This is an optimization exercise on Yosys and OpenROAD, whose aim is small area, a short achievable clock period and few clock cycles, not a production implementation. Function was not checked in any run shown here: the RTL went through the layout flow alone. Power and IR drop assume default switching activity.

==> flow/design.v (outline; a module is shown in full before it is edited, if it fits) <==
// module lcrv_isqrt: 51 lines
// module lcrv_ram: 21 lines
// module lidar_column_ring_vertical_filter: 2201 lines
module lidar_column_ring_vertical_filter #(
    parameter int ROWS = 64
) (
    input  wire logic                i_clk,
    input  wire logic                i_rst_n,
    input  wire logic                i_in_valid,
    output logic                     o_in_stall,
    input  wire logic                i_func,
    input  wire logic [5:0]          i_row,
    input  wire logic [19:0]         i_gap_mm,
    input  wire logic [17:0]         i_point_id,
    input  wire logic signed [18:0]  i_x_mm,
    input  wire logic signed [18:0]  i_y_mm,
    input  wire logic signed [18:0]  i_z_mm,
    input  wire logic                i_last_in_column,
    input  wire logic                i_cfg_we,
    input  wire logic [15:0]         i_cfg_wdata,
    output logic                     o_out_valid,
    input  wire logic                i_out_stall,
    output logic [17:0]              o_point_id_res,
    output logic                     o_is_vertical,
    output logic                     o_last_of_run
);
  // ...
==> flow/run.sh <==
#!/bin/bash
# synth_recipe.tcl (not shown) runs the flow's synth.tcl, then flattens the netlist and writes it again
# the make line also repeats each setting of config.mk as NAME=value (left out here)
make -C /OpenROAD-flow-scripts/flow DESIGN_CONFIG=/design/flow/config.mk WORK_HOME=/design/flow/orfs CLKGATE_MAP_FILE= SYNTH_SCRIPT=/design/flow/synth_recipe.tcl finish
==> flow/config.mk <==
export PLATFORM = sky130hd
export DESIGN_NAME = lidar_column_ring_vertical_filter
export DESIGN_NICKNAME = lidar_column_ring_vertical_filter
export VERILOG_FILES = /design/flow/design.v
export SDC_FILE = /design/flow/constraint.sdc
export NUM_CORES = 4
export LEC_CHECK = 0
export CAP_MARGIN = 20
export CORE_MARGIN = 2
export CORE_UTILIZATION = 40
export SETUP_SLACK_MARGIN = 5
export SLEW_MARGIN = 20
==> flow/constraint.sdc <==
create_clock -name core_clock -period 10.0 [get_ports {i_clk}]
set_input_delay 2.0000 -clock core_clock [delete_from_list [all_inputs] [get_ports {i_clk}]]
set_output_delay 2.0000 -clock core_clock [all_outputs]
set_load 0.01 [all_outputs]
==> metrics.md, run 1 <==
| Metric | Value |
|---|---|
| Logic pwr share | `0.303` |
| CP Depth | `25` |
| Multiplexer area fraction after synthesis | `0.119` |
| Compound-Gate Fraction of Synth Area | `0.0371` |
| Run status | `timing/DRC/antenna clean` |
| Worst setup EP type | `flip-flop` |
| 1st-pass router iterations | `5` |
| Reg power frac | `0.390` |
| Sink Count | `between 4000 and 5000` |
| Clk power | `roughly 16 mW` |
| Setup violations, final | `0` |
| Width of the chip | `approximately 640 um` |
| HP Start | `sp_z[10]$_DFF_P_` |
| Vias per cell | `about 5.3` |
| Tmin final | `around 5500 ps` |
| Number of setup buffers added after CTS | `12` |
| Fill cells | `roughly 35000` |
| Largest family of logic cells by synthesized area | `multiplexers` |
| Met3 Use GR | `0.0248` |
| Area grow syn2layout | `14.6%` |
| Simple-gate share of the synthesized area | `0.0523` |
| CP max stage delay | `roughly 520 ps` |
| Worst Hold Depth | `0` |
| Commonest cells after routing, fill and taps aside | `2812 x edfxtp_1, 1226 x dfxtp_1, 821 x mux4_2` |
| Reg clk slew, reported paths | `60 ps` |
| Drt initial violations | `7534` |
| Die Ht | `about 640 um` |
| Multi-input gate area | `0.0516 mm^2` |
| Max reg flops | `~1300` |
| Count of multi-input combinational gates | `about 4800` |
| Initial antenna violation count | `30` |
| Largest class | `registers` |
| Worst skew pair latency | `980 ps` |
| Most common cell in the netlist | `edfxtp_1` |
| Clock buf count | `538` |
| Remaining Overflow, GRT | `0` |
| Die Area | `approximately 0.41 mm^2` |
| Top Consumer | `registers` |
| Metal2 WL | `approximately 190000 um` |
| Finished Cell Area | `0.188 mm^2` |
| Share of cells above drive strength 1 | `0.179` |
| Worst Hold Class | `reg2reg` |
| I/O pins | `between 100 and 150` |
| Fin cells | `16128` |
==> run 2: changes to the inputs <==
--- a/flow/design.v
+++ b/flow/design.v
@@ -130,48 +130,60 @@
     output logic [17:0]              o_point_id_res,
     output logic                     o_is_vertical,
     output logic                     o_last_of_run
 );
     localparam logic [6:0] RES_CAP = 7'd65;
     logic              r_stall;
     logic [3:0]        r_xcnt;       
     logic [5:0]        r_in_prow;    
+    logic [6:0]        r_in_prow4;   
     logic              r_in_have;    
-    logic [6:0]        r_res;        
+    logic [6:0]        r_cnt;        
+    logic              r_ev_acc, r_ev_take, r_ev_disc;   
     logic              w_acc, w_acc_pt;
     logic [6:0]        w_drow;
-    logic [3:0]        w_extra;
+    logic              w_long;
     logic [3:0]        w_xcnt_n;
-    logic [6:0]        w_res_n;
+    logic [6:0]        w_base;
+    logic              w_res_full;
     logic              w_out_take;
     logic              w_discard;
     assign w_acc    = i_in_valid && !r_stall;
     assign w_acc_pt = w_acc && i_func;
     assign w_drow   = {1'b0, i_row} - {1'b0, r_in_prow};
-    assign w_extra  = (i_func && r_in_have && !w_drow[6] && (w_drow[5:0] > 6'd4)) ?
-                      4'((w_drow[5:0] - 6'd1) >> 2) : 4'd0;
-    assign w_xcnt_n = w_acc ? w_extra : ((r_xcnt != 4'd0) ? r_xcnt - 4'd1 : 4'd0);
-    assign w_res_n  = r_res + {6'd0, w_acc_pt} - {6'd0, w_out_take} - {6'd0, w_discard};
+    assign w_long   = i_func && r_in_have && ({1'b0, i_row} > r_in_prow4);
+    assign w_xcnt_n = w_acc ? (w_long ? 4'((w_drow[5:0] - 6'd1) >> 2) : 4'd0) :
+                      ((r_xcnt != 4'd0) ? r_xcnt - 4'd1 : 4'd0);
+    assign w_base     = r_cnt + {6'd0, r_ev_acc} - {6'd0, r_ev_take} - {6'd0, r_ev_disc};
+    assign w_res_full = !w_out_take && !w_discard &&
+                        ((w_base == RES_CAP) || (w_acc_pt && (w_base == RES_CAP - 7'd1)));
     always_ff @(posedge i_clk) begin
         if (!i_rst_n) begin
             r_stall   <= 1'b0;
             r_xcnt    <= '0;
             r_in_have <= 1'b0;
-            r_res     <= '0;
+            r_cnt     <= '0;
+            r_ev_acc  <= 1'b0;
+            r_ev_take <= 1'b0;
+            r_ev_disc <= 1'b0;
         end else begin
-            r_stall <= (w_xcnt_n != 4'd0) || (w_res_n >= RES_CAP);
-            r_xcnt  <= w_xcnt_n;
-            r_res   <= w_res_n;
+            r_stall   <= (w_acc ? w_long : (r_xcnt > 4'd1)) || w_res_full;
+            r_xcnt    <= w_xcnt_n;
+            r_cnt     <= w_base;
+            r_ev_acc  <= w_acc_pt;
+            r_ev_take <= w_out_take;
+            r_ev_disc <= w_discard;
             if (w_acc_pt) begin
                 r_in_have <= !i_last_in_column;
             end
         end
         if (w_acc_pt) begin
-            r_in_prow <= i_row;
+            r_in_prow  <= i_row;
+            r_in_prow4 <= {1'b0, i_row} + 7'd4;
         end
     end
     logic              s0_v, s0_func, s0_last, s0_have;
     logic [5:0]        s0_row;
     logic [17:0]       s0_id;
     logic [18:0]       s0_zg;        
     logic [17:0]       s0_vx, s0_vy;
     logic              s0_sx, s0_sy;
@@ -1487,166 +1499,372 @@
     assign cs_607 = cs_535 ^ cs_537 ^ cs_532;
     assign cs_608 = (cs_535 & cs_537) | (cs_535 & cs_532) | (cs_537 & cs_532);
     assign cs_609 = cs_539 ^ cs_541 ^ cs_536;
     assign cs_610 = (cs_539 & cs_541) | (cs_539 & cs_536) | (cs_541 & cs_536);
     assign cs_611 = cs_422 ^ cs_543 ^ cs_540;
     assign cs_612 = (cs_422 & cs_543) | (cs_422 & cs_540) | (cs_543 & cs_540);
     assign cs_613 = (s0_vy[16] & s0_vy[17]) ^ s0_vy[17] ^ cs_545;
     assign cs_614 = ((s0_vy[16] & s0_vy[17]) & s0_vy[17]) | ((s0_vy[16] & s0_vy[17]) & cs_545) | (s0_vy[17] & cs_545);
-    assign cs_615 = s0_vy[0] ^ s0_sy;
-    assign cs_616 = s0_vy[0] & s0_sy;
-    assign cs_617 = (s0_sx & s0_vx[0]) ^ (s0_sy & s0_vy[0]) ^ cs_548;
-    assign cs_618 = ((s0_sx & s0_vx[0]) & (s0_sy & s0_vy[0])) | ((s0_sx & s0_vx[0]) & cs_548) | ((s0_sy & s0_vy[0]) & cs_548);
-    assign cs_619 = (s0_sy & s0_vy[1]) ^ cs_423 ^ cs_549;
-    assign cs_620 = ((s0_sy & s0_vy[1]) & cs_423) | ((s0_sy & s0_vy[1]) & cs_549) | (cs_423 & cs_549);
-    assign cs_621 = cs_424 ^ cs_551 ^ cs_550;
-    assign cs_622 = (cs_424 & cs_551) | (cs_424 & cs_550) | (cs_551 & cs_550);
-    assign cs_623 = cs_426 ^ cs_553 ^ cs_552;
-    assign cs_624 = (cs_426 & cs_553) | (cs_426 & cs_552) | (cs_553 & cs_552);
-    assign cs_625 = cs_430 ^ cs_555 ^ cs_554;
-    assign cs_626 = (cs_430 & cs_555) | (cs_430 & cs_554) | (cs_555 & cs_554);
-    assign cs_627 = cs_434 ^ cs_557 ^ cs_556;
-    assign cs_628 = (cs_434 & cs_557) | (cs_434 & cs_556) | (cs_557 & cs_556);
-    assign cs_629 = cs_438 ^ cs_559 ^ cs_558;
-    assign cs_630 = (cs_438 & cs_559) | (cs_438 & cs_558) | (cs_559 & cs_558);
-    assign cs_631 = cs_442 ^ cs_561 ^ cs_560;
-    assign cs_632 = (cs_442 & cs_561) | (cs_442 & cs_560) | (cs_561 & cs_560);
-    assign cs_633 = cs_446 ^ cs_563 ^ cs_562;
-    assign cs_634 = (cs_446 & cs_563) | (cs_446 & cs_562) | (cs_563 & cs_562);
-    assign cs_635 = cs_450 ^ cs_565 ^ cs_564;
-    assign cs_636 = (cs_450 & cs_565) | (cs_450 & cs_564) | (cs_565 & cs_564);
-    assign cs_637 = cs_454 ^ cs_567 ^ cs_566;
-    assign cs_638 = (cs_454 & cs_567) | (cs_454 & cs_566) | (cs_567 & cs_566);
-    assign cs_639 = cs_458 ^ cs_569 ^ cs_568;
-    assign cs_640 = (cs_458 & cs_569) | (cs_458 & cs_568) | (cs_569 & cs_568);
-    assign cs_641 = cs_462 ^ cs_571 ^ cs_570;
-    assign cs_642 = (cs_462 & cs_571) | (cs_462 & cs_570) | (cs_571 & cs_570);
-    assign cs_643 = cs_466 ^ cs_573 ^ cs_572;
-    assign cs_644 = (cs_466 & cs_573) | (cs_466 & cs_572) | (cs_573 & cs_572);
-    assign cs_645 = cs_470 ^ cs_575 ^ cs_574;
-    assign cs_646 = (cs_470 & cs_575) | (cs_470 & cs_574) | (cs_575 & cs_574);
-    assign cs_647 = cs_474 ^ cs_577 ^ cs_576;
-    assign cs_648 = (cs_474 & cs_577) | (cs_474 & cs_576) | (cs_577 & cs_576);
-    assign cs_649 = cs_478 ^ cs_579 ^ cs_578;
-    assign cs_650 = (cs_478 & cs_579) | (cs_478 & cs_578) | (cs_579 & cs_578);
-    assign cs_651 = cs_482 ^ cs_581 ^ cs_580;
-    assign cs_652 = (cs_482 & cs_581) | (cs_482 & cs_580) | (cs_581 & cs_580);
-    assign cs_653 = cs_486 ^ cs_583 ^ cs_582;
-    assign cs_654 = (cs_486 & cs_583) | (cs_486 & cs_582) | (cs_583 & cs_582);
-    assign cs_655 = cs_490 ^ cs_585 ^ cs_584;
-    assign cs_656 = (cs_490 & cs_585) | (cs_490 & cs_584) | (cs_585 & cs_584);
-    assign cs_657 = cs_494 ^ cs_587 ^ cs_586;
-    assign cs_658 = (cs_494 & cs_587) | (cs_494 & cs_586) | (cs_587 & cs_586);
-    assign cs_659 = cs_498 ^ cs_589 ^ cs_588;
-    assign cs_660 = (cs_498 & cs_589) | (cs_498 & cs_588) | (cs_589 & cs_588);
-    assign cs_661 = cs_502 ^ cs_591 ^ cs_590;
-    assign cs_662 = (cs_502 & cs_591) | (cs_502 & cs_590) | (cs_591 & cs_590);
-    assign cs_663 = cs_506 ^ cs_593 ^ cs_592;
-    assign cs_664 = (cs_506 & cs_593) | (cs_506 & cs_592) | (cs_593 & cs_592);
-    assign cs_665 = cs_510 ^ cs_595 ^ cs_594;
-    assign cs_666 = (cs_510 & cs_595) | (cs_510 & cs_594) | (cs_595 & cs_594);
-    assign cs_667 = cs_514 ^ cs_597 ^ cs_596;
-    assign cs_668 = (cs_514 & cs_597) | (cs_514 & cs_596) | (cs_597 & cs_596);
-    assign cs_669 = cs_518 ^ cs_599 ^ cs_598;
-    assign cs_670 = (cs_518 & cs_599) | (cs_518 & cs_598) | (cs_599 & cs_598);
-    assign cs_671 = cs_522 ^ cs_601 ^ cs_600;
-    assign cs_672 = (cs_522 & cs_601) | (cs_522 & cs_600) | (cs_601 & cs_600);
-    assign cs_673 = cs_526 ^ cs_603 ^ cs_602;
-    assign cs_674 = (cs_526 & cs_603) | (cs_526 & cs_602) | (cs_603 & cs_602);
-    assign cs_675 = cs_530 ^ cs_605 ^ cs_604;
-    assign cs_676 = (cs_530 & cs_605) | (cs_530 & cs_604) | (cs_605 & cs_604);
-    assign cs_677 = cs_534 ^ cs_607 ^ cs_606;
-    assign cs_678 = (cs_534 & cs_607) | (cs_534 & cs_606) | (cs_607 & cs_606);
-    assign cs_679 = cs_538 ^ cs_609 ^ cs_608;
-    assign cs_680 = (cs_538 & cs_609) | (cs_538 & cs_608) | (cs_609 & cs_608);
-    assign cs_681 = cs_542 ^ cs_611 ^ cs_610;
-    assign cs_682 = (cs_542 & cs_611) | (cs_542 & cs_610) | (cs_611 & cs_610);
-    assign cs_683 = cs_544 ^ cs_613 ^ cs_612;
-    assign cs_684 = (cs_544 & cs_613) | (cs_544 & cs_612) | (cs_613 & cs_612);
-    assign cs_685 = cs_546 ^ cs_614;
-    assign cs_686 = cs_546 & cs_614;
+    assign cs_615 = s1_t0_0 ^ s1_t0_1;
+    assign cs_616 = s1_t0_0 & s1_t0_1;
+    assign cs_617 = s1_t1_0 ^ s1_t1_1 ^ s1_t1_2;
+    assign cs_618 = (s1_t1_0 & s1_t1_1) | (s1_t1_0 & s1_t1_2) | (s1_t1_1 & s1_t1_2);
+    assign cs_619 = s1_t2_0 ^ s1_t2_1 ^ s1_t2_2;
+    assign cs_620 = (s1_t2_0 & s1_t2_1) | (s1_t2_0 & s1_t2_2) | (s1_t2_1 & s1_t2_2);
+    assign cs_621 = s1_t3_0 ^ s1_t3_1 ^ s1_t3_2;
+    assign cs_622 = (s1_t3_0 & s1_t3_1) | (s1_t3_0 & s1_t3_2) | (s1_t3_1 & s1_t3_2);
+    assign cs_623 = s1_t4_0 ^ s1_t4_1 ^ s1_t4_2;
+    assign cs_624 = (s1_t4_0 & s1_t4_1) | (s1_t4_0 & s1_t4_2) | (s1_t4_1 & s1_t4_2);
+    assign cs_625 = s1_t5_0 ^ s1_t5_1 ^ s1_t5_2;
+    assign cs_626 = (s1_t5_0 & s1_t5_1) | (s1_t5_0 & s1_t5_2) | (s1_t5_1 & s1_t5_2);
+    assign cs_627 = s1_t6_0 ^ s1_t6_1 ^ s1_t6_2;
+    assign cs_628 = (s1_t6_0 & s1_t6_1) | (s1_t6_0 & s1_t6_2) | (s1_t6_1 & s1_t6_2);
+    assign cs_629 = s1_t7_0 ^ s1_t7_1 ^ s1_t7_2;
+    assign cs_630 = (s1_t7_0 & s1_t7_1) | (s1_t7_0 & s1_t7_2) | (s1_t7_1 & s1_t7_2);
+    assign cs_631 = s1_t8_0 ^ s1_t8_1 ^ s1_t8_2;
+    assign cs_632 = (s1_t8_0 & s1_t8_1) | (s1_t8_0 & s1_t8_2) | (s1_t8_1 & s1_t8_2);
+    assign cs_633 = s1_t9_0 ^ s1_t9_1 ^ s1_t9_2;
+    assign cs_634 = (s1_t9_0 & s1_t9_1) | (s1_t9_0 & s1_t9_2) | (s1_t9_1 & s1_t9_2);
+    assign cs_635 = s1_t10_0 ^ s1_t10_1 ^ s1_t10_2;
+    assign cs_636 = (s1_t10_0 & s1_t10_1) | (s1_t10_0 & s1_t10_2) | (s1_t10_1 & s1_t10_2);
+    assign cs_637 = s1_t11_0 ^ s1_t11_1 ^ s1_t11_2;
+    assign cs_638 = (s1_t11_0 & s1_t11_1) | (s1_t11_0 & s1_t11_2) | (s1_t11_1 & s1_t11_2);
+    assign cs_639 = s1_t12_0 ^ s1_t12_1 ^ s1_t12_2;
+    assign cs_640 = (s1_t12_0 & s1_t12_1) | (s1_t12_0 & s1_t12_2) | (s1_t12_1 & s1_t12_2);
+    assign cs_641 = s1_t13_0 ^ s1_t13_1 ^ s1_t13_2;
+    assign cs_642 = (s1_t13_0 & s1_t13_1) | (s1_t13_0 & s1_t13_2) | (s1_t13_1 & s1_t13_2);
+    assign cs_643 = s1_t14_0 ^ s1_t14_1 ^ s1_t14_2;
+    assign cs_644 = (s1_t14_0 & s1_t14_1) | (s1_t14_0 & s1_t14_2) | (s1_t14_1 & s1_t14_2);
+    assign cs_645 = s1_t15_0 ^ s1_t15_1 ^ s1_t15_2;
+    assign cs_646 = (s1_t15_0 & s1_t15_1) | (s1_t15_0 & s1_t15_2) | (s1_t15_1 & s1_t15_2);
+    assign cs_647 = s1_t16_0 ^ s1_t16_1 ^ s1_t16_2;
+    assign cs_648 = (s1_t16_0 & s1_t16_1) | (s1_t16_0 & s1_t16_2) | (s1_t16_1 & s1_t16_2);
+    assign cs_649 = s1_t17_0 ^ s1_t17_1 ^ s1_t17_2;
+    assign cs_650 = (s1_t17_0 & s1_t17_1) | (s1_t17_0 & s1_t17_2) | (s1_t17_1 & s1_t17_2);
+    assign cs_651 = s1_t18_0 ^ s1_t18_1 ^ s1_t18_2;
+    assign cs_652 = (s1_t18_0 & s1_t18_1) | (s1_t18_0 & s1_t18_2) | (s1_t18_1 & s1_t18_2);
+    assign cs_653 = s1_t19_0 ^ s1_t19_1 ^ s1_t19_2;
+    assign cs_654 = (s1_t19_0 & s1_t19_1) | (s1_t19_0 & s1_t19_2) | (s1_t19_1 & s1_t19_2);
+    assign cs_655 = s1_t20_0 ^ s1_t20_1 ^ s1_t20_2;
+    assign cs_656 = (s1_t20_0 & s1_t20_1) | (s1_t20_0 & s1_t20_2) | (s1_t20_1 & s1_t20_2);
+    assign cs_657 = s1_t21_0 ^ s1_t21_1 ^ s1_t21_2;
+    assign cs_658 = (s1_t21_0 & s1_t21_1) | (s1_t21_0 & s1_t21_2) | (s1_t21_1 & s1_t21_2);
+    assign cs_659 = s1_t22_0 ^ s1_t22_1 ^ s1_t22_2;
+    assign cs_660 = (s1_t22_0 & s1_t22_1) | (s1_t22_0 & s1_t22_2) | (s1_t22_1 & s1_t22_2);
+    assign cs_661 = s1_t23_0 ^ s1_t23_1 ^ s1_t23_2;
+    assign cs_662 = (s1_t23_0 & s1_t23_1) | (s1_t23_0 & s1_t23_2) | (s1_t23_1 & s1_t23_2);
+    assign cs_663 = s1_t24_0 ^ s1_t24_1 ^ s1_t24_2;
+    assign cs_664 = (s1_t24_0 & s1_t24_1) | (s1_t24_0 & s1_t24_2) | (s1_t24_1 & s1_t24_2);
+    assign cs_665 = s1_t25_0 ^ s1_t25_1 ^ s1_t25_2;
+    assign cs_666 = (s1_t25_0 & s1_t25_1) | (s1_t25_0 & s1_t25_2) | (s1_t25_1 & s1_t25_2);
+    assign cs_667 = s1_t26_0 ^ s1_t26_1 ^ s1_t26_2;
+    assign cs_668 = (s1_t26_0 & s1_t26_1) | (s1_t26_0 & s1_t26_2) | (s1_t26_1 & s1_t26_2);
+    assign cs_669 = s1_t27_0 ^ s1_t27_1 ^ s1_t27_2;
+    assign cs_670 = (s1_t27_0 & s1_t27_1) | (s1_t27_0 & s1_t27_2) | (s1_t27_1 & s1_t27_2);
+    assign cs_671 = s1_t28_0 ^ s1_t28_1 ^ s1_t28_2;
+    assign cs_672 = (s1_t28_0 & s1_t28_1) | (s1_t28_0 & s1_t28_2) | (s1_t28_1 & s1_t28_2);
+    assign cs_673 = s1_t29_0 ^ s1_t29_1 ^ s1_t29_2;
+    assign cs_674 = (s1_t29_0 & s1_t29_1) | (s1_t29_0 & s1_t29_2) | (s1_t29_1 & s1_t29_2);
+    assign cs_675 = s1_t30_0 ^ s1_t30_1 ^ s1_t30_2;
+    assign cs_676 = (s1_t30_0 & s1_t30_1) | (s1_t30_0 & s1_t30_2) | (s1_t30_1 & s1_t30_2);
+    assign cs_677 = s1_t31_0 ^ s1_t31_1 ^ s1_t31_2;
+    assign cs_678 = (s1_t31_0 & s1_t31_1) | (s1_t31_0 & s1_t31_2) | (s1_t31_1 & s1_t31_2);
+    assign cs_679 = s1_t32_0 ^ s1_t32_1 ^ s1_t32_2;
+    assign cs_680 = (s1_t32_0 & s1_t32_1) | (s1_t32_0 & s1_t32_2) | (s1_t32_1 & s1_t32_2);
+    assign cs_681 = s1_t33_0 ^ s1_t33_1 ^ s1_t33_2;
+    assign cs_682 = (s1_t33_0 & s1_t33_1) | (s1_t33_0 & s1_t33_2) | (s1_t33_1 & s1_t33_2);
+    assign cs_683 = s1_t34_0 ^ s1_t34_1 ^ s1_t34_2;
+    assign cs_684 = (s1_t34_0 & s1_t34_1) | (s1_t34_0 & s1_t34_2) | (s1_t34_1 & s1_t34_2);
+    assign cs_685 = s1_t35_0 ^ s1_t35_1;
+    assign cs_686 = s1_t35_0 & s1_t35_1;
     logic [37:0] w_csa, w_csb;
-    assign w_csa = {1'b0, cs_686, cs_685, cs_683, cs_681, cs_679, cs_677, cs_675, cs_673, cs_671, cs_669, cs_667, cs_665, cs_663, cs_661, cs_659, cs_657, cs_655, cs_653, cs_651, cs_649, cs_647, cs_645, cs_643, cs_641, cs_639, cs_637, cs_635, cs_633, cs_631, cs_629, cs_627, cs_625, cs_623, cs_621, cs_619, cs_617, cs_547};
+    logic s1_t0_0;
+    logic s1_t0_1;
+    logic s1_t0_2;
+    logic s1_t1_0;
+    logic s1_t1_1;
+    logic s1_t1_2;
+    logic s1_t2_0;
+    logic s1_t2_1;
+    logic s1_t2_2;
+    logic s1_t3_0;
+    logic s1_t3_1;
+    logic s1_t3_2;
+    logic s1_t4_0;
+    logic s1_t4_1;
+    logic s1_t4_2;
+    logic s1_t5_0;
+    logic s1_t5_1;
+    logic s1_t5_2;
+    logic s1_t6_0;
+    logic s1_t6_1;
+    logic s1_t6_2;
+    logic s1_t7_0;
+    logic s1_t7_1;
+    logic s1_t7_2;
+    logic s1_t8_0;
+    logic s1_t8_1;
+    logic s1_t8_2;
+    logic s1_t9_0;
+    logic s1_t9_1;
+    logic s1_t9_2;
+    logic s1_t10_0;
+    logic s1_t10_1;
+    logic s1_t10_2;
+    logic s1_t11_0;
+    logic s1_t11_1;
+    logic s1_t11_2;
+    logic s1_t12_0;
+    logic s1_t12_1;
+    logic s1_t12_2;
+    logic s1_t13_0;
+    logic s1_t13_1;
+    logic s1_t13_2;
+    logic s1_t14_0;
+    logic s1_t14_1;
+    logic s1_t14_2;
+    logic s1_t15_0;
+    logic s1_t15_1;
+    logic s1_t15_2;
+    logic s1_t16_0;
+    logic s1_t16_1;
+    logic s1_t16_2;
+    logic s1_t17_0;
+    logic s1_t17_1;
+    logic s1_t17_2;
+    logic s1_t18_0;
+    logic s1_t18_1;
+    logic s1_t18_2;
+    logic s1_t19_0;
+    logic s1_t19_1;
+    logic s1_t19_2;
+    logic s1_t20_0;
+    logic s1_t20_1;
+    logic s1_t20_2;
+    logic s1_t21_0;
+    logic s1_t21_1;
+    logic s1_t21_2;
+    logic s1_t22_0;
+    logic s1_t22_1;
+    logic s1_t22_2;
+    logic s1_t23_0;
+    logic s1_t23_1;
+    logic s1_t23_2;
+    logic s1_t24_0;
+    logic s1_t24_1;
+    logic s1_t24_2;
+    logic s1_t25_0;
+    logic s1_t25_1;
+    logic s1_t25_2;
+    logic s1_t26_0;
+    logic s1_t26_1;
+    logic s1_t26_2;
+    logic s1_t27_0;
+    logic s1_t27_1;
+    logic s1_t27_2;
+    logic s1_t28_0;
+    logic s1_t28_1;
+    logic s1_t28_2;
+    logic s1_t29_0;
+    logic s1_t29_1;
+    logic s1_t29_2;
+    logic s1_t30_0;
+    logic s1_t30_1;
+    logic s1_t30_2;
+    logic s1_t31_0;
+    logic s1_t31_1;
+    logic s1_t31_2;
+    logic s1_t32_0;
+    logic s1_t32_1;
+    logic s1_t32_2;
+    logic s1_t33_0;
+    logic s1_t33_1;
+    logic s1_t33_2;
+    logic s1_t34_0;
+    logic s1_t34_1;
+    logic s1_t34_2;
+    logic s1_t35_0;
+    logic s1_t35_1;
+    assign w_csa = {1'b0, cs_686, cs_685, cs_683, cs_681, cs_679, cs_677, cs_675, cs_673, cs_671, cs_669, cs_667, cs_665, cs_663, cs_661, cs_659, cs_657, cs_655, cs_653, cs_651, cs_649, cs_647, cs_645, cs_643, cs_641, cs_639, cs_637, cs_635, cs_633, cs_631, cs_629, cs_627, cs_625, cs_623, cs_621, cs_619, cs_617, s1_t0_2};
     assign w_csb = {1'b0, 1'b0, cs_684, cs_682, cs_680, cs_678, cs_676, cs_674, cs_672, cs_670, cs_668, cs_666, cs_664, cs_662, cs_660, cs_658, cs_656, cs_654, cs_652, cs_650, cs_648, cs_646, cs_644, cs_642, cs_640, cs_638, cs_636, cs_634, cs_632, cs_630, cs_628, cs_626, cs_624, cs_622, cs_620, cs_618, cs_616, cs_615};
     logic              q0_v, q0_func, q0_last, q0_have;
     logic [5:0]        q0_row;
     logic [17:0]       q0_id;
     logic [18:0]       q0_zg;
-    logic [37:0]       s1_csa, s1_csb;
     logic [37:0]       q0_rad;
     always_ff @(posedge i_clk) begin
-        if (!i_rst_n) begin
-            q0_v <= 1'b0;
-        end else begin
-            q0_v <= s0_v;
-        end
+        q0_v    <= s0_v && (i_rst_n || !s0_func);
         q0_func <= s0_func;
         q0_last <= s0_last;
         q0_have <= s0_have;
         q0_row  <= s0_row;
         q0_id   <= s0_id;
         q0_zg   <= s0_zg;
-        s1_csa  <= w_csa;
-        s1_csb  <= w_csb;
+        s1_t0_0 <= s0_vy[0];
+        s1_t0_1 <= s0_sy;
+        s1_t0_2 <= cs_547;
+        s1_t1_0 <= (s0_sx & s0_vx[0]);
+        s1_t1_1 <= (s0_sy & s0_vy[0]);
+        s1_t1_2 <= cs_548;
+        s1_t2_0 <= (s0_sy & s0_vy[1]);
+        s1_t2_1 <= cs_423;
+        s1_t2_2 <= cs_549;
+        s1_t3_0 <= cs_424;
+        s1_t3_1 <= cs_551;
+        s1_t3_2 <= cs_550;
+        s1_t4_0 <= cs_426;
+        s1_t4_1 <= cs_553;
+        s1_t4_2 <= cs_552;
+        s1_t5_0 <= cs_430;
+        s1_t5_1 <= cs_555;
+        s1_t5_2 <= cs_554;
+        s1_t6_0 <= cs_434;
+        s1_t6_1 <= cs_557;
+        s1_t6_2 <= cs_556;
+        s1_t7_0 <= cs_438;
+        s1_t7_1 <= cs_559;
+        s1_t7_2 <= cs_558;
+        s1_t8_0 <= cs_442;
+        s1_t8_1 <= cs_561;
+        s1_t8_2 <= cs_560;
+        s1_t9_0 <= cs_446;
+        s1_t9_1 <= cs_563;
+        s1_t9_2 <= cs_562;
+        s1_t10_0 <= cs_450;
+        s1_t10_1 <= cs_565;
+        s1_t10_2 <= cs_564;
+        s1_t11_0 <= cs_454;
+        s1_t11_1 <= cs_567;
+        s1_t11_2 <= cs_566;
+        s1_t12_0 <= cs_458;
+        s1_t12_1 <= cs_569;
+        s1_t12_2 <= cs_568;
+        s1_t13_0 <= cs_462;
+        s1_t13_1 <= cs_571;
+        s1_t13_2 <= cs_570;
+        s1_t14_0 <= cs_466;
+        s1_t14_1 <= cs_573;
+        s1_t14_2 <= cs_572;
+        s1_t15_0 <= cs_470;
+        s1_t15_1 <= cs_575;
+        s1_t15_2 <= cs_574;
+        s1_t16_0 <= cs_474;
+        s1_t16_1 <= cs_577;
+        s1_t16_2 <= cs_576;
+        s1_t17_0 <= cs_478;
+        s1_t17_1 <= cs_579;
+        s1_t17_2 <= cs_578;
+        s1_t18_0 <= cs_482;
+        s1_t18_1 <= cs_581;
+        s1_t18_2 <= cs_580;
+        s1_t19_0 <= cs_486;
+        s1_t19_1 <= cs_583;
+        s1_t19_2 <= cs_582;
+        s1_t20_0 <= cs_490;
+        s1_t20_1 <= cs_585;
+        s1_t20_2 <= cs_584;
+        s1_t21_0 <= cs_494;
+        s1_t21_1 <= cs_587;
+        s1_t21_2 <= cs_586;
+        s1_t22_0 <= cs_498;
+        s1_t22_1 <= cs_589;
+        s1_t22_2 <= cs_588;
+        s1_t23_0 <= cs_502;
+        s1_t23_1 <= cs_591;
+        s1_t23_2 <= cs_590;
+        s1_t24_0 <= cs_506;
+        s1_t24_1 <= cs_593;
+        s1_t24_2 <= cs_592;
+        s1_t25_0 <= cs_510;
+        s1_t25_1 <= cs_595;
+        s1_t25_2 <= cs_594;
+        s1_t26_0 <= cs_514;
+        s1_t26_1 <= cs_597;
+        s1_t26_2 <= cs_596;
+        s1_t27_0 <= cs_518;
+        s1_t27_1 <= cs_599;
+        s1_t27_2 <= cs_598;
+        s1_t28_0 <= cs_522;
+        s1_t28_1 <= cs_601;
+        s1_t28_2 <= cs_600;
+        s1_t29_0 <= cs_526;
+        s1_t29_1 <= cs_603;
+        s1_t29_2 <= cs_602;
+        s1_t30_0 <= cs_530;
+        s1_t30_1 <= cs_605;
+        s1_t30_2 <= cs_604;
+        s1_t31_0 <= cs_534;
+        s1_t31_1 <= cs_607;
+        s1_t31_2 <= cs_606;
+        s1_t32_0 <= cs_538;
+        s1_t32_1 <= cs_609;
+        s1_t32_2 <= cs_608;
+        s1_t33_0 <= cs_542;
+        s1_t33_1 <= cs_611;
+        s1_t33_2 <= cs_610;
+        s1_t34_0 <= cs_544;
+        s1_t34_1 <= cs_613;
+        s1_t34_2 <= cs_612;
+        s1_t35_0 <= cs_546;
+        s1_t35_1 <= cs_614;
     end
-    assign q0_rad = s1_csa + s1_csb;
+    assign q0_rad = w_csa + w_csb;
     logic [2:0] t0;
     logic [1:0] tr0;
     logic [3:0] dd0;
     logic          ge0;
     assign t0  = {1'b0, q0_rad[37:36]};
     assign tr0 = 2'b01;
     assign dd0 = {1'b0, t0} - 4'(tr0);
     assign ge0 = !dd0[3];
     logic              q1_v, q1_func, q1_last, q1_have;
     logic [5:0]        q1_row;
     logic [17:0]       q1_id;
     logic [18:0]       q1_zg;
     logic [1:0]      q1_rem;
     logic [0:0]    q1_root;
     logic [35:0] q1_rad;
-    assign q1_v = q0_v;
-    assign q1_func = q0_func;
-    assign q1_last = q0_last;
-    assign q1_have = q0_have;
-    assign q1_row = q0_row;
-    assign q1_id = q0_id;
-    assign q1_zg = q0_zg;
-    assign q1_rem  = (ge0 ? dd0[1:0] : t0[1:0]);
-    assign q1_root = ge0;
-    assign q1_rad  = q0_rad[35:0];
+    always_ff @(posedge i_clk) begin
+        q1_v    <= q0_v && (i_rst_n || !q0_func);
+        q1_func <= q0_func;
+        q1_last <= q0_last;
+        q1_have <= q0_have;
+        q1_row <= q0_row;
+        q1_id <= q0_id;
+        q1_zg <= q0_zg;
+        q1_rem  <= (ge0 ? dd0[1:0] : t0[1:0]);
+        q1_root <= ge0;
+        q1_rad  <= q0_rad[35:0];
+    end
     logic [3:0] t1;
     logic [2:0] tr1;
     logic [4:0] dd1;
     logic          ge1;
     assign t1  = {q1_rem, q1_rad[35:34]};
     assign tr1 = {q1_root, 2'b01};
     assign dd1 = {1'b0, t1} - 5'(tr1);
     assign ge1 = !dd1[4];
     logic              q2_v, q2_func, q2_last, q2_have;
     logic [5:0]        q2_row;
     logic [17:0]       q2_id;
     logic [18:0]       q2_zg;
     logic [2:0]      q2_rem;
     logic [1:0]    q2_root;
     logic [33:0] q2_rad;
-    always_ff @(posedge i_clk) begin
-        if (!i_rst_n) q2_v <= 1'b0;
-        else          q2_v <= q1_v;
-        q2_func <= q1_func;
-        q2_last <= q1_last;
-        q2_have <= q1_have;
-        q2_row <= q1_row;
-        q2_id <= q1_id;
-        q2_zg <= q1_zg;
-        q2_rem  <= (ge1 ? dd1[2:0] : t1[2:0]);
-        q2_root <= {q1_root, ge1};
-        q2_rad  <= q1_rad[33:0];
-    end
+    assign q2_v = q1_v;
+    assign q2_func = q1_func;
+    assign q2_last = q1_last;
+    assign q2_have = q1_have;
+    assign q2_row = q1_row;
+    assign q2_id = q1_id;
+    assign q2_zg = q1_zg;
+    assign q2_rem  = (ge1 ? dd1[2:0] : t1[2:0]);
+    assign q2_root = {q1_root, ge1};
+    assign q2_rad  = q1_rad[33:0];
     logic [4:0] t2;
     logic [3:0] tr2;
     logic [5:0] dd2;
     logic          ge2;
     assign t2  = {q2_rem, q2_rad[33:32]};
     assign tr2 = {q2_root, 2'b01};
     assign dd2 = {1'b0, t2} - 6'(tr2);
     assign ge2 = !dd2[5];
@@ -1678,18 +1896,17 @@
     logic              q4_v, q4_func, q4_last, q4_have;
     logic [5:0]        q4_row;
     logic [17:0]       q4_id;
     logic [18:0]       q4_zg;
     logic [4:0]      q4_rem;
     logic [3:0]    q4_root;
     logic [29:0] q4_rad;
     always_ff @(posedge i_clk) begin
-        if (!i_rst_n) q4_v <= 1'b0;
-        else          q4_v <= q3_v;
+        q4_v    <= q3_v && (i_rst_n || !q3_func);
         q4_func <= q3_func;
         q4_last <= q3_last;
         q4_have <= q3_have;
         q4_row <= q3_row;
         q4_id <= q3_id;
         q4_zg <= q3_zg;
         q4_rem  <= (ge3 ? dd3[4:0] : t3[4:0]);
         q4_root <= {q3_root, ge3};
@@ -1731,18 +1948,17 @@
     logic              q6_v, q6_func, q6_last, q6_have;
     logic [5:0]        q6_row;
     logic [17:0]       q6_id;
     logic [18:0]       q6_zg;
     logic [6:0]      q6_rem;
     logic [5:0]    q6_root;
     logic [25:0] q6_rad;
     always_ff @(posedge i_clk) begin
-        if (!i_rst_n) q6_v <= 1'b0;
-        else          q6_v <= q5_v;
+        q6_v    <= q5_v && (i_rst_n || !q5_func);
         q6_func <= q5_func;
         q6_last <= q5_last;
         q6_have <= q5_have;
         q6_row <= q5_row;
         q6_id <= q5_id;
         q6_zg <= q5_zg;
         q6_rem  <= (ge5 ? dd5[6:0] : t5[6:0]);
         q6_root <= {q5_root, ge5};
@@ -1784,18 +2000,17 @@
     logic              q8_v, q8_func, q8_last, q8_have;
     logic [5:0]        q8_row;
     logic [17:0]       q8_id;
     logic [18:0]       q8_zg;
     logic [8:0]      q8_rem;
     logic [7:0]    q8_root;
     logic [21:0] q8_rad;
     always_ff @(posedge i_clk) begin
-        if (!i_rst_n) q8_v <= 1'b0;
-        else          q8_v <= q7_v;
+        q8_v    <= q7_v && (i_rst_n || !q7_func);
         q8_func <= q7_func;
         q8_last <= q7_last;
         q8_have <= q7_have;
         q8_row <= q7_row;
         q8_id <= q7_id;
         q8_zg <= q7_zg;
         q8_rem  <= (ge7 ? dd7[8:0] : t7[8:0]);
         q8_root <= {q7_root, ge7};
@@ -1837,18 +2052,17 @@
     logic              q10_v, q10_func, q10_last, q10_have;
     logic [5:0]        q10_row;
     logic [17:0]       q10_id;
     logic [18:0]       q10_zg;
     logic [10:0]      q10_rem;
     logic [9:0]    q10_root;
     logic [17:0] q10_rad;
     always_ff @(posedge i_clk) begin
-        if (!i_rst_n) q10_v <= 1'b0;
-        else          q10_v <= q9_v;
+        q10_v    <= q9_v && (i_rst_n || !q9_func);
         q10_func <= q9_func;
         q10_last <= q9_last;
         q10_have <= q9_have;
         q10_row <= q9_row;
         q10_id <= q9_id;
         q10_zg <= q9_zg;
         q10_rem  <= (ge9 ? dd9[10:0] : t9[10:0]);
         q10_root <= {q9_root, ge9};
@@ -1890,18 +2104,17 @@
     logic              q12_v, q12_func, q12_last, q12_have;
     logic [5:0]        q12_row;
     logic [17:0]       q12_id;
     logic [18:0]       q12_zg;
     logic [12:0]      q12_rem;
     logic [11:0]    q12_root;
     logic [13:0] q12_rad;
     always_ff @(posedge i_clk) begin
-        if (!i_rst_n) q12_v <= 1'b0;
-        else          q12_v <= q11_v;
+        q12_v    <= q11_v && (i_rst_n || !q11_func);
         q12_func <= q11_func;
         q12_last <= q11_last;
         q12_have <= q11_have;
         q12_row <= q11_row;
         q12_id <= q11_id;
         q12_zg <= q11_zg;
         q12_rem  <= (ge11 ? dd11[12:0] : t11[12:0]);
         q12_root <= {q11_root, ge11};
@@ -1943,18 +2156,17 @@
     logic              q14_v, q14_func, q14_last, q14_have;
     logic [5:0]        q14_row;
     logic [17:0]       q14_id;
     logic [18:0]       q14_zg;
     logic [14:0]      q14_rem;
     logic [13:0]    q14_root;
     logic [9:0] q14_rad;
     always_ff @(posedge i_clk) begin
-        if (!i_rst_n) q14_v <= 1'b0;
-        else          q14_v <= q13_v;
+        q14_v    <= q13_v && (i_rst_n || !q13_func);
         q14_func <= q13_func;
         q14_last <= q13_last;
         q14_have <= q13_have;
         q14_row <= q13_row;
         q14_id <= q13_id;
         q14_zg <= q13_zg;
         q14_rem  <= (ge13 ? dd13[14:0] : t13[14:0]);
         q14_root <= {q13_root, ge13};
@@ -1996,18 +2208,17 @@
     logic              q16_v, q16_func, q16_last, q16_have;
     logic [5:0]        q16_row;
     logic [17:0]       q16_id;
     logic [18:0]       q16_zg;
     logic [16:0]      q16_rem;
     logic [15:0]    q16_root;
     logic [5:0] q16_rad;
     always_ff @(posedge i_clk) begin
-        if (!i_rst_n) q16_v <= 1'b0;
-        else          q16_v <= q15_v;
+        q16_v    <= q15_v && (i_rst_n || !q15_func);
         q16_func <= q15_func;
         q16_last <= q15_last;
         q16_have <= q15_have;
         q16_row <= q15_row;
         q16_id <= q15_id;
         q16_zg <= q15_zg;
         q16_rem  <= (ge15 ? dd15[16:0] : t15[16:0]);
         q16_root <= {q15_root, ge15};
@@ -2023,44 +2234,45 @@
     assign ge16 = !dd16[19];
     logic              q17_v, q17_func, q17_last, q17_have;
     logic [5:0]        q17_row;
     logic [17:0]       q17_id;
     logic [18:0]       q17_zg;
     logic [17:0]      q17_rem;
     logic [16:0]    q17_root;
     logic [3:0] q17_rad;
-    assign q17_v = q16_v;
-    assign q17_func = q16_func;
-    assign q17_last = q16_last;
-    assign q17_have = q16_have;
-    assign q17_row = q16_row;
-    assign q17_id = q16_id;
-    assign q17_zg = q16_zg;
-    assign q17_rem  = (ge16 ? dd16[17:0] : t16[17:0]);
-    assign q17_root = {q16_root, ge16};
-    assign q17_rad  = q16_rad[3:0];
+    always_ff @(posedge i_clk) begin
+        q17_v    <= q16_v && (i_rst_n || !q16_func);
+        q17_func <= q16_func;
+        q17_last <= q16_last;
+        q17_have <= q16_have;
+        q17_row <= q16_row;
+        q17_id <= q16_id;
+        q17_zg <= q16_zg;
+        q17_rem  <= (ge16 ? dd16[17:0] : t16[17:0]);
+        q17_root <= {q16_root, ge16};
+        q17_rad  <= q16_rad[3:0];
+    end
     logic [19:0] t17;
     logic [18:0] tr17;
     logic [20:0] dd17;
     logic          ge17;
     assign t17  = {q17_rem, q17_rad[3:2]};
     assign tr17 = {q17_root, 2'b01};
     assign dd17 = {1'b0, t17} - 21'(tr17);
     assign ge17 = !dd17[20];
     logic              q18_v, q18_func, q18_last, q18_have;
     logic [5:0]        q18_row;
     logic [17:0]       q18_id;
     logic [18:0]       q18_zg;
     logic [18:0]      q18_rem;
     logic [17:0]    q18_root;
     logic [1:0] q18_rad;
     always_ff @(posedge i_clk) begin
-        if (!i_rst_n) q18_v <= 1'b0;
-        else          q18_v <= q17_v;
+        q18_v    <= q17_v && (i_rst_n || !q17_func);
         q18_func <= q17_func;
         q18_last <= q17_last;
         q18_have <= q17_have;
         q18_row <= q17_row;
         q18_id <= q17_id;
         q18_zg <= q17_zg;
         q18_rem  <= (ge17 ? dd17[18:0] : t17[18:0]);
         q18_root <= {q17_root, ge17};
@@ -2073,50 +2285,54 @@
     assign t18  = {q18_rem, q18_rad[1:0]};
     assign tr18 = {q18_root, 2'b01};
     assign dd18 = {1'b0, t18} - 22'(tr18);
     assign ge18 = !dd18[21];
     logic [18:0] w_root;
     assign w_root = {q18_root, ge18};
     logic              wk_v, wk_func, wk_last, wk_have, wk_first;
     logic [5:0]        wk_row, wk_k;
+    logic [3:0]        wk_cnt;       
     logic [17:0]       wk_id;
     logic [18:0]       wk_zg;
     logic [18:0]       wk_rng, wk_prng;
     logic [5:0]        r_wk_prow;    
     logic [18:0]       r_wk_prng;    
     logic              w_wk_more, w_wk_take;
-    logic [6:0]        w_wk_k4;
-    assign w_wk_k4   = {1'b0, wk_k} + 7'd4;
-    assign w_wk_more = wk_v && wk_func && wk_have && (w_wk_k4 < {1'b0, wk_row});
+    logic [6:0]        w_wk_d;
+    assign w_wk_more = wk_v && (wk_cnt != 4'd0);
     assign w_wk_take = !w_wk_more;
+    assign w_wk_d    = {1'b0, q18_row} - {1'b0, r_wk_prow};
     always_ff @(posedge i_clk) begin
-        if (!i_rst_n) begin
+        if (w_wk_take) begin
+            wk_v <= q18_v && (i_rst_n || !q18_func);
+        end else if (!i_rst_n) begin
             wk_v <= 1'b0;
-        end else if (w_wk_take) begin
-            wk_v <= q18_v;
         end
         if (w_wk_take) begin
             wk_func  <= q18_func;
             wk_last  <= q18_last;
             wk_have  <= q18_have;
             wk_row   <= q18_row;
             wk_id    <= q18_id;
             wk_zg    <= q18_zg;
             wk_rng   <= w_root;
             wk_prng  <= r_wk_prng;
             wk_k     <= r_wk_prow;
             wk_first <= 1'b1;
+            wk_cnt   <= (q18_func && q18_have && !w_wk_d[6] && (w_wk_d[5:0] > 6'd4)) ?
+                        4'((w_wk_d[5:0] - 6'd1) >> 2) : 4'd0;
             if (q18_v && q18_func) begin
                 r_wk_prow <= q18_row;
                 r_wk_prng <= w_root;
             end
         end else begin
-            wk_k     <= w_wk_k4[5:0];
+            wk_k     <= wk_k + 6'd4;
             wk_first <= 1'b0;
+            wk_cnt   <= wk_cnt - 4'd1;
         end
     end
     logic [18:0] r_gap [64];
     logic [18:0] w_cv [4];
     logic [18:0] w_dpos, w_dneg, w_diff;
     always_ff @(posedge i_clk) begin
         if (wk_v && !wk_func) begin
             r_gap[wk_row] <= wk_zg;
@@ -2125,136 +2341,183 @@
     for (genvar j = 0; j < 4; j++) begin : g_bank
         logic [6:0] m;
         assign m = {1'b0, wk_k[5:2], 2'(j)} + ((2'(j) < wk_k[1:0]) ? 7'd4 : 7'd0);
         assign w_cv[j] = (m < {1'b0, wk_row}) ? r_gap[m[5:0]] : 19'd0;
     end
     assign w_dpos = wk_rng - wk_prng;
     assign w_dneg = wk_prng - wk_rng;
     assign w_diff = (wk_rng >= wk_prng) ? w_dpos : w_dneg;
+    localparam int SW = 27;
+    logic [SW-1:0]     w_s1, w_k1, w_s2, w_k2;
+    assign w_s1 = 27'(w_cv[0]) ^ 27'(w_cv[1]) ^ 27'(w_cv[2]);
+    assign w_k1 = {(27'(w_cv[0]) & 27'(w_cv[1])) | (27'(w_cv[0]) & 27'(w_cv[2])) |
+                   (27'(w_cv[1]) & 27'(w_cv[2]))} << 1;
     logic              sp_v, sp_cv, sp_first, sp_last, sp_have;
     logic [17:0]       sp_id;
     logic signed [18:0] sp_z;
     logic [18:0]       sp_diff;
-    logic [18:0]       sp_c [4];
-    logic [24:0]       r_sp_acc;
-    logic [24:0]       w_sp_sum;
+    logic [20:0]       sp_s1, sp_k1;
+    logic [18:0]       sp_c3;
+    logic [SW-1:0]     r_acc_a, r_acc_b;
     always_ff @(posedge i_clk) begin
         if (!i_rst_n) begin
             sp_v  <= 1'b0;
             sp_cv <= 1'b0;
         end else begin
             sp_v  <= wk_v && wk_func && !w_wk_more;
             sp_cv <= wk_v && wk_func;
         end
         sp_first <= wk_first;
         sp_last  <= wk_last;
         sp_have  <= wk_have;
         sp_id    <= wk_id;
         sp_z     <= wk_zg;
         sp_diff  <= w_diff;
-        for (int j = 0; j < 4; j++) begin
-            sp_c[j] <= w_cv[j];
-        end
+        sp_s1    <= w_s1[20:0];
+        sp_k1    <= w_k1[20:0];
+        sp_c3    <= w_cv[3];
     end
-    assign w_sp_sum = (sp_first ? 25'd0 : r_sp_acc) + 25'(sp_c[0]) + 25'(sp_c[1]) +
-                      25'(sp_c[2]) + 25'(sp_c[3]);
+    logic [SW-1:0] w_aa, w_ab, w_s2a, w_k2a, w_s3, w_k3, w_na, w_nb, w_nd, w_pa, w_pb;
+    logic [SW:0]   w_fin;
+    assign w_aa  = sp_first ? '0 : r_acc_a;
+    assign w_ab  = sp_first ? '0 : r_acc_b;
+    assign w_s2a = 27'(sp_c3) ^ w_aa ^ w_ab;
+    assign w_k2a = ((27'(sp_c3) & w_aa) | (27'(sp_c3) & w_ab) | (w_aa & w_ab)) << 1;
+    assign w_s3  = 27'(sp_s1) ^ 27'(sp_k1) ^ w_s2a;
+    assign w_k3  = ((27'(sp_s1) & 27'(sp_k1)) | (27'(sp_s1) & w_s2a) | (27'(sp_k1) & w_s2a)) << 1;
+    assign w_na  = w_s3 ^ w_k3 ^ w_k2a;
+    assign w_nb  = ((w_s3 & w_k3) | (w_s3 & w_k2a) | (w_k3 & w_k2a)) << 1;
+    assign w_nd  = ~(27'({8'd0, sp_diff})) & {1'b0, {26{1'b1}}};
+    assign w_pa  = w_na ^ w_nb ^ w_nd;
+    assign w_pb  = ((w_na & w_nb) | (w_na & w_nd) | (w_nb & w_nd)) << 1;
     always_ff @(posedge i_clk) begin
         if (sp_cv) begin
-            r_sp_acc <= w_sp_sum;
+            r_acc_a <= w_na;
+            r_acc_b <= w_nb;
+        end
+    end
+    logic        s2_v, s2_have, s2_last;
+    logic [17:0] s2_id;
+    logic signed [18:0] s2_z;
+    logic [SW-1:0] s2_pa, s2_pb;
+    always_ff @(posedge i_clk) begin
+        if (!i_rst_n) begin
+            s2_v <= 1'b0;
+        end else begin
+            s2_v <= sp_v;
         end
+        s2_have <= sp_have;
+        s2_last <= sp_last;
+        s2_id   <= sp_id;
+        s2_z    <= sp_z;
+        s2_pa   <= w_pa;
+        s2_pb   <= w_pb;
     end
+    assign w_fin = {1'b0, s2_pa} + {1'b0, s2_pb};
     logic        d_v, d_near, d_have, d_last;
     logic [17:0] d_id;
     logic signed [18:0] d_z;
     always_ff @(posedge i_clk) begin
         if (!i_rst_n) begin
             d_v <= 1'b0;
         end else begin
-            d_v <= sp_v;
+            d_v <= s2_v;
         end
-        d_near <= (25'(sp_diff) < w_sp_sum);
-        d_have <= sp_have;
-        d_last <= sp_last;
-        d_id   <= sp_id;
-        d_z    <= sp_z;
+        d_near <= w_fin[SW-1];
+        d_have <= s2_have;
+        d_last <= s2_last;
+        d_id   <= s2_id;
+        d_z    <= s2_z;
     end
     logic [15:0]        r_thr;
     logic [6:0]         r_len;
     logic signed [18:0] r_zmax, r_zmin;
     logic [5:0]         r_start;
     logic               h_v, h_c;       
     logic [17:0]        h_id;
-    logic [6:0]         r_wr, r_rd, r_cp, r_cpq;
-    logic               r_cpq_v;
+    logic [6:0]         r_wr, r_rd, r_cp, r_cpq, r_cpq2;
+    logic               r_cpq_v, r_cpq2_v;
+    logic               c_v;            
+    logic [5:0]         c_idx;
+    logic signed [18:0] c_hi, c_lo;
     logic               vw_v, vw_val;
     logic [5:0]         vw_idx;
     logic [19:0]        r_q [64];       
     logic               r_vb [64];      
     logic               w_join, w_close_old, w_hw, w_full, w_eor, w_lot;
     logic [6:0]         w_idx_p;
-    logic signed [19:0] w_s_old, w_s_hi, w_s_lo, w_thr;
-    logic               w_vert_old, w_vert_join;
-    assign w_full      = ((r_wr - r_rd) == 7'd64);
+    logic signed [19:0] w_spread, w_thr;
+    logic signed [18:0] w_zhi, w_zlo;
+    logic               r_qroom;
+    assign w_full      = !r_qroom;
     assign w_join      = d_have && d_near && (r_len != 7'd64);
     assign w_close_old = d_have && !w_join;
     assign w_discard   = d_v && d_last && w_close_old && (r_len == 7'd64);
     assign w_hw        = h_v && (d_v || (h_c && !w_full));
     assign w_eor       = h_c || !d_v || !w_join;
     assign w_lot       = h_c || !d_v || (!w_join && (!d_last || w_discard));
     assign w_idx_p     = r_wr + {6'd0, h_v};
+    assign w_zhi       = (d_z > r_zmax) ? d_z : r_zmax;
+    assign w_zlo       = (d_z < r_zmin) ? d_z : r_zmin;
     assign w_thr       = {4'd0, r_thr};
-    assign w_s_old     = {r_zmax[18], r_zmax} - {r_zmin[18], r_zmin};
-    assign w_s_hi      = {d_z[18], d_z} - {r_zmin[18], r_zmin};
-    assign w_s_lo      = {r_zmax[18], r_zmax} - {d_z[18], d_z};
-    assign w_vert_old  = (w_s_old > w_thr);
-    assign w_vert_join = w_vert_old || (w_s_hi > w_thr) || (w_s_lo > w_thr);
+    assign w_spread    = {c_hi[18], c_hi} - {c_lo[18], c_lo};
     always_ff @(posedge i_clk) begin
         if (!i_rst_n) begin
             r_thr   <= 16'd80;
             h_v     <= 1'b0;
             r_wr    <= '0;
             r_cpq_v <= 1'b0;
+            r_cpq2_v <= 1'b0;
+            c_v     <= 1'b0;
             r_cp    <= '0;
+            r_qroom <= 1'b1;
             vw_v    <= 1'b0;
         end else begin
             if (i_cfg_we) begin
                 r_thr <= i_cfg_wdata;
             end
             if (d_v && !w_discard) begin
                 h_v <= 1'b1;
             end else if (w_hw) begin
                 h_v <= 1'b0;
             end
             if (w_hw) begin
                 r_wr <= r_wr + 7'd1;
             end
-            r_cpq_v <= w_hw && w_eor;
-            if (r_cpq_v) begin
-                r_cp <= r_cpq;
+            r_cpq_v  <= w_hw && w_eor;
+            r_cpq2_v <= r_cpq_v;
+            r_qroom  <= ((r_wr - r_rd) < 7'd63);
+            if (r_cpq2_v) begin
+                r_cp <= r_cpq2;
             end
-            vw_v <= d_v && ((w_close_old && (r_len > 7'd1)) || (w_join && d_last));
+            c_v  <= d_v && ((w_close_old && (r_len > 7'd1)) || (w_join && d_last));
+            vw_v <= c_v;
         end
-        r_cpq <= r_wr + 7'd1;
+        r_cpq  <= r_wr + 7'd1;
+        r_cpq2 <= r_cpq;
         if (d_v) begin
             h_id <= d_id;
             h_c  <= d_last;
             if (w_join) begin
-                r_len <= r_len + 7'd1;
-                if (d_z > r_zmax) r_zmax <= d_z;
-                if (d_z < r_zmin) r_zmin <= d_z;
+                r_len  <= r_len + 7'd1;
+                r_zmax <= w_zhi;
+                r_zmin <= w_zlo;
             end else begin
                 r_len   <= 7'd1;
                 r_zmax  <= d_z;
                 r_zmin  <= d_z;
                 r_start <= w_idx_p[5:0];
             end
         end
-        vw_idx <= r_start;
-        vw_val <= w_join ? w_vert_join : w_vert_old;
+        c_idx  <= r_start;
+        c_hi   <= w_join ? w_zhi : r_zmax;
+        c_lo   <= w_join ? w_zlo : r_zmin;
+        vw_idx <= c_idx;
+        vw_val <= (w_spread > w_thr);
         if (w_hw) begin
             r_q[r_wr[5:0]] <= {h_id, w_eor, w_lot};
         end
         if (vw_v) begin
             r_vb[vw_idx] <= vw_val;
         end
     end
     logic        st_v, st_vert, st_lot;
==> flow/flow/run.sh (new file) <==
#!/bin/bash
set -euo pipefail
bash standard.sh SETUP_SLACK_MARGIN=6.2 finish > orfs_make.log 2>&1
==> flow/standard.sh (new file) <==
#!/bin/bash
# synth_recipe.tcl (not shown) runs the flow's synth.tcl, then flattens the netlist and writes it again
# the make line also repeats each setting of config.mk as NAME=value (left out here)
make -C /OpenROAD-flow-scripts/flow DESIGN_CONFIG=/design/flow/config.mk WORK_HOME=/design/flow/orfs CLKGATE_MAP_FILE= SYNTH_SCRIPT=/design/flow/synth_recipe.tcl "${@:-finish}"
==> flow/config.mk (replaced) <==
export PLATFORM = sky130hd
export DESIGN_NAME = lidar_column_ring_vertical_filter
export DESIGN_NICKNAME = lidar_column_ring_vertical_filter
export VERILOG_FILES = /design/flow/design.v
export SDC_FILE = /design/flow/constraint.sdc
export NUM_CORES = 4
export LEC_CHECK = 0
export CAP_MARGIN = 20
export CORE_MARGIN = 2
export CORE_UTILIZATION = 60
export CTS_CLUSTER_DIAMETER = 150
export CTS_CLUSTER_SIZE = 30
export SLEW_MARGIN = 20
removed: flow/run.sh
==> run 2 against run 1 <==
  * Worst setup slack improved by 1200 ps
  * Power decreased by 6.6%
  * Area after synthesis increased by 3.9%
  * Non-clock buffer count increased by 181
  * Highest routed layer is now met4
  * First-iteration DRC count increased by 9.4%
==> metrics.md, run 2 <==
| Metric | Value |
|---|---|
| Number of cell rows | `roughly 200` |
| Vias | `approximately 86000` |
| Finished Cell Area | `0.186 mm^2 (-0.89%)` |
| Final setup TNS | `0 ps` |
| Vias per cell | `5.95 (+13%)` |
| Final #Nets | `between 10000 and 15000` |
| Worst Path Arrival | `5100 ps` |
| Worst slew pin tran | `approximately 1100 ps` |
| Synth Flop Type | `edfxtp_1` |
| Commonest non-fill, non-tap cell in the layout | `edfxtp_1` |
| Critical Path End | `q16_rem[12]$_DFF_P_` |
| Sink Count | `4336 (+7.1%)` |
| Width of the chip | `537 um (-17%)` |
| Clk buf depth | `4` |
| Final WL | `371000 um` |
| Tcrit/Tclk final | `0.430` |
| Worst Path Class, Setup | `reg2reg` |
| Peak supply drop | `0.261 mV` |
| WP data required | `~11000 ps` |
| Vias in the first global route | `~87000` |
| Setup violations, final | `0 (unchanged)` |
| Die Area | `0.288 mm^2 (-31%)` |
| Yosys warns | `2` |
| R2R cell count | `17` |
| Root Driver | `clkbuf_16` |
| CTS buffer count | `roughly 170` |
| I/O pins | `146 (unchanged)` |
| Cell Area, Placed | `between 0.15 and 0.2 mm^2` |
| Fin cells | `14444 (-10%)` |
| Worst skew pair latency | `910 ps (-70 ps)` |
| Core Region | `about 0.28 mm^2` |
| Worst R2R Start | `q14_root[11]$_DFF_P_` |
| Critical path peak fanout | `7` |
| Worst setup path start | `q14_root[11]$_DFF_P_` |
| Reg clk slew, reported paths | `120 ps (+60 ps)` |
| Area grow syn2layout | `9.32%` |
| Leak Pwr | `around 67 nW` |
| Share of cells above drive strength 1 | `0.186 (+0.00685)` |
| R2R setup slack | `~5700 ps` |
| Post-synth EDFFs | `approximately 2800` |
| Tmin final | `4300 ps (-1240 ps)` |
| Commonest cells after routing, fill and taps aside | `2845 x edfxtp_1, 1419 x dfxtp_1, 783 x mux4_2` |
| Yosys reg bits | `between 4000 and 5000` |
| H-tree levels | `4` |
| Max-slew violations | `0` |
| R2R Path End | `q16_rem[12]$_DFF_P_` |
| Fmax | `approximately 230 MHz` |
| Synth Cell Area | `about 0.17 mm^2` |
| Endpoints failing hold | `0` |
| Fill cells | `19205 (-45%)` |
| Startpoint types | `flip-flop` |
| Antenna-violating nets left | `0` |
| WL/cell | `~26 um` |
| Cell taking the most area after synthesis | `edfxtp_1` |
| DRC | `0` |
| Multi-input gate area | `0.0533 mm^2 (+3.3%)` |
| Slew Limit Headroom | `0.236` |
| FF+latch area | `approximately 0.12 mm^2` |
| Post-synthesis cell type count | `between 90 and 100` |
| Syn nets | `between 10000 and 15000` |
| Sequential fraction of the synthesis area | `0.677` |
| Initial antenna violation count | `15 (-50%)` |
| Initial Util | `0.603` |
| Worst Hold Class | `reg2reg` |
| All-layer global routing usage | `0.257` |
| Largest net degree at the start of global routing | `about 110` |
| Run status | `timing/DRC/antenna clean` |
| Most common cell in the netlist | `edfxtp_1` |
| Max reg flops | `1280 (unchanged)` |
| Ys async rst share | `0` |
| Die Ht | `537 um (-17%)` |
| Top cell type's share of synthesized area | `0.502` |
| Drt initial violations | `8243 (+9.4%)` |
| Max_cap viols | `0` |
| Power per cell area | `about 260 mW/mm^2` |
| PortBufs | `between 100 and 150` |
| TritonCTS clock tree | `yes` |
| Dominant cells by area after synthesis | `edfxtp_1 50%, dfxtp_1 18%, mux4_2 10%` |
| RD Place Congestion | `~0.85` |
| DPL Wire Length | `about 230000 um` |
| Synth Instances | `10231` |
| Top cells by count, synth | `2845 x edfxtp_1, 1491 x dfxtp_1, 783 x mux4_2, 779 x inv_1, 488 x nor2_1` |
| Global-route wire length before repair | `551000 um` |
| RSZ-0062 raised after global routing | `true` |
| Setup Skew | `~37 ps` |
| Design Power | `48.0 mW` |
| Remaining Overflow, GRT | `0 (unchanged)` |
| Placed Instances | `13934` |
| Synthesized area per cell | `between 15 and 20 um^2` |
| 1st-pass router iterations | `6 (+1)` |
| Worst setup EP type | `flip-flop` |
[run 2: cell types whose count changed in the layout (fill, tap and decap cells not counted), sizes merged, moves of 39 or more]
| cell | before | now |
|---|---|---|
| a211oi | 34 | 73 |
| and2 | 337 | 257 |
| buf | 188 | 363 |
| bufinv | 39 | 0 |
| clkbuf | 539 | 272 |
| clkinv | 156 | 6 |
| dfxtp | 1238 | 1491 |
| mux2 | 47 | 126 |
| nand2 | 277 | 384 |
| nor2b | 104 | 174 |
[run 2: area by class of cell]
cell class / count / share of cell area
flip-flops and latches: 4336 / 0.620
multi-input cells: 4782 / 0.287
repair buffers: 513 / 0.0260
well taps: 3743 / 0.0252
clock buffers: 269 / 0.0247
inverters: 785 / 0.0161
clock inverters: 10 / 0.000847
diodes: 6 / 0.0000807
[run 2: worst min-delay path by stage]
stage | slack (ps) | end | depth (start not counted) | start
floorplan | 310 | d_have$_DFF_P_ | 0 | s2_have$_DFF_P_
global placement | 310 | q4_id[12]$_DFF_P_ | 0 | q1_id[12]$_DFF_P_
detailed placement | 310 | q16_row[4]$_DFF_P_ | 0 | q14_row[4]$_DFF_P_
CTS | 310 | q10_rad[16]$_DFF_P_ | 0 | q8_rad[16]$_DFF_P_
global route | 310 | q10_rad[16]$_DFF_P_ | 0 | q8_rad[16]$_DFF_P_
finish | 310 | q10_rad[16]$_DFF_P_ | 0 | q8_rad[16]$_DFF_P_
[run 2: logic make-up (layout without fill, tap and decap cells)]
group                      after synthesis  after routing  share of synthesized area
muxes                                  985            985                      0.116
other                                    0              6                          0
buffers and inverters                 1133           1577                     0.0255
DFF                                   4336           4336                      0.677
adders and majority gates              865            865                     0.0807
xor gates and xnor gates               306            307                     0.0157
AOI/OAI and AO/OA                      945            948                     0.0364
and+or+nand+nor                       1661           1677                     0.0479
[run 2: through the flow]
step	util	hold WS, ps	setup WS, ps
3_5_place_dp	0.628	312	4530
6_report	0.659	308	5700
3_3_place_gp	0.628	310	4640
5_1_grt	0.659	313	5580
4_1_cts	0.653	307	5680
2_1_floorplan	-	310	5730
[run 2: worst max-delay path, cell delays in order (launching register included)]
cell	delay (ps)
dfxtp_2	350
inv_2	50
ha_4	220
o21a_1	190
o21a_1	210
a211o_1	320
or2_4	350
a21oi_2	230
ha_4	240
a21o_1	160
a21o_1	150
a221o_1	350
nor2_4	170
o21ai_4	90
a211o_4	380
a21boi_4	300
inv_2	110
mux2_4	310
[run 2: layer usage]
metal | global-route usage | vias up | part of all wire
met5 | 0 | - | 0
met4 | 0.0521 | 0 | 0.020
met3 | 0.0321 | 401 | 0.063
met2 | 0.423 | 2619 | 0.49
met1 | 0.375 | 44767 | 0.43
li1 | - | 38141 | -
[run 2: report_power, final]
group	total (mW)	internal (mW)	switching, mW
sequential	21.6	20.7	0.923
clock	8.43	3.24	5.19
combinational	17.9	8.49	9.44
[run 2: what timing repair did]
| item | in CTS | in global routing |
|---|---|---|
| endpoints found under the hold margin | 0 | 0 |
| buffers inserted | 120 | 79 |
| hold buffers | 0 | 0 |
| pin swaps | 110 | 95 |
| setup endpoints to repair | 674 | 196 |
| gates cloned | 21 | 4 |
| gates resized for setup | 305 | 227 |

## separate check: timing with driven ports
In the flow no input, the clock included, has a driving cell. The finished layouts below were timed again as built, in two steps. Step 1 (the two cells are an assumption about what drives the block):
set clk [get_ports {i_clk}]
set_driving_cell -lib_cell sky130_fd_sc_hd__clkbuf_16 $clk
set_driving_cell -lib_cell sky130_fd_sc_hd__buf_2 [delete_from_list [all_inputs] $clk]
Step 2 moves the port delays by t, midway between the first and last clock arrival at a register: inputs arrive t later, outputs are due t later. That takes back most of the time a late clock gives input paths. Three values: ideal ports, drivers, drivers and shift; two values: the first two.
run | t, ns | slack for setup (ns) | worst setup path after step 2
run 1 | 1.035 | 4.456 / 4.456 / 4.228 | input to register
run 2 | 0.984 | 5.701 / 5.701 / 5.518 | input to register
After both steps every run listed still meets setup and hold. For run 1, which loses most, drivers alone change the setup slack by 0.000 ns; drivers and shift together by -0.228 ns.
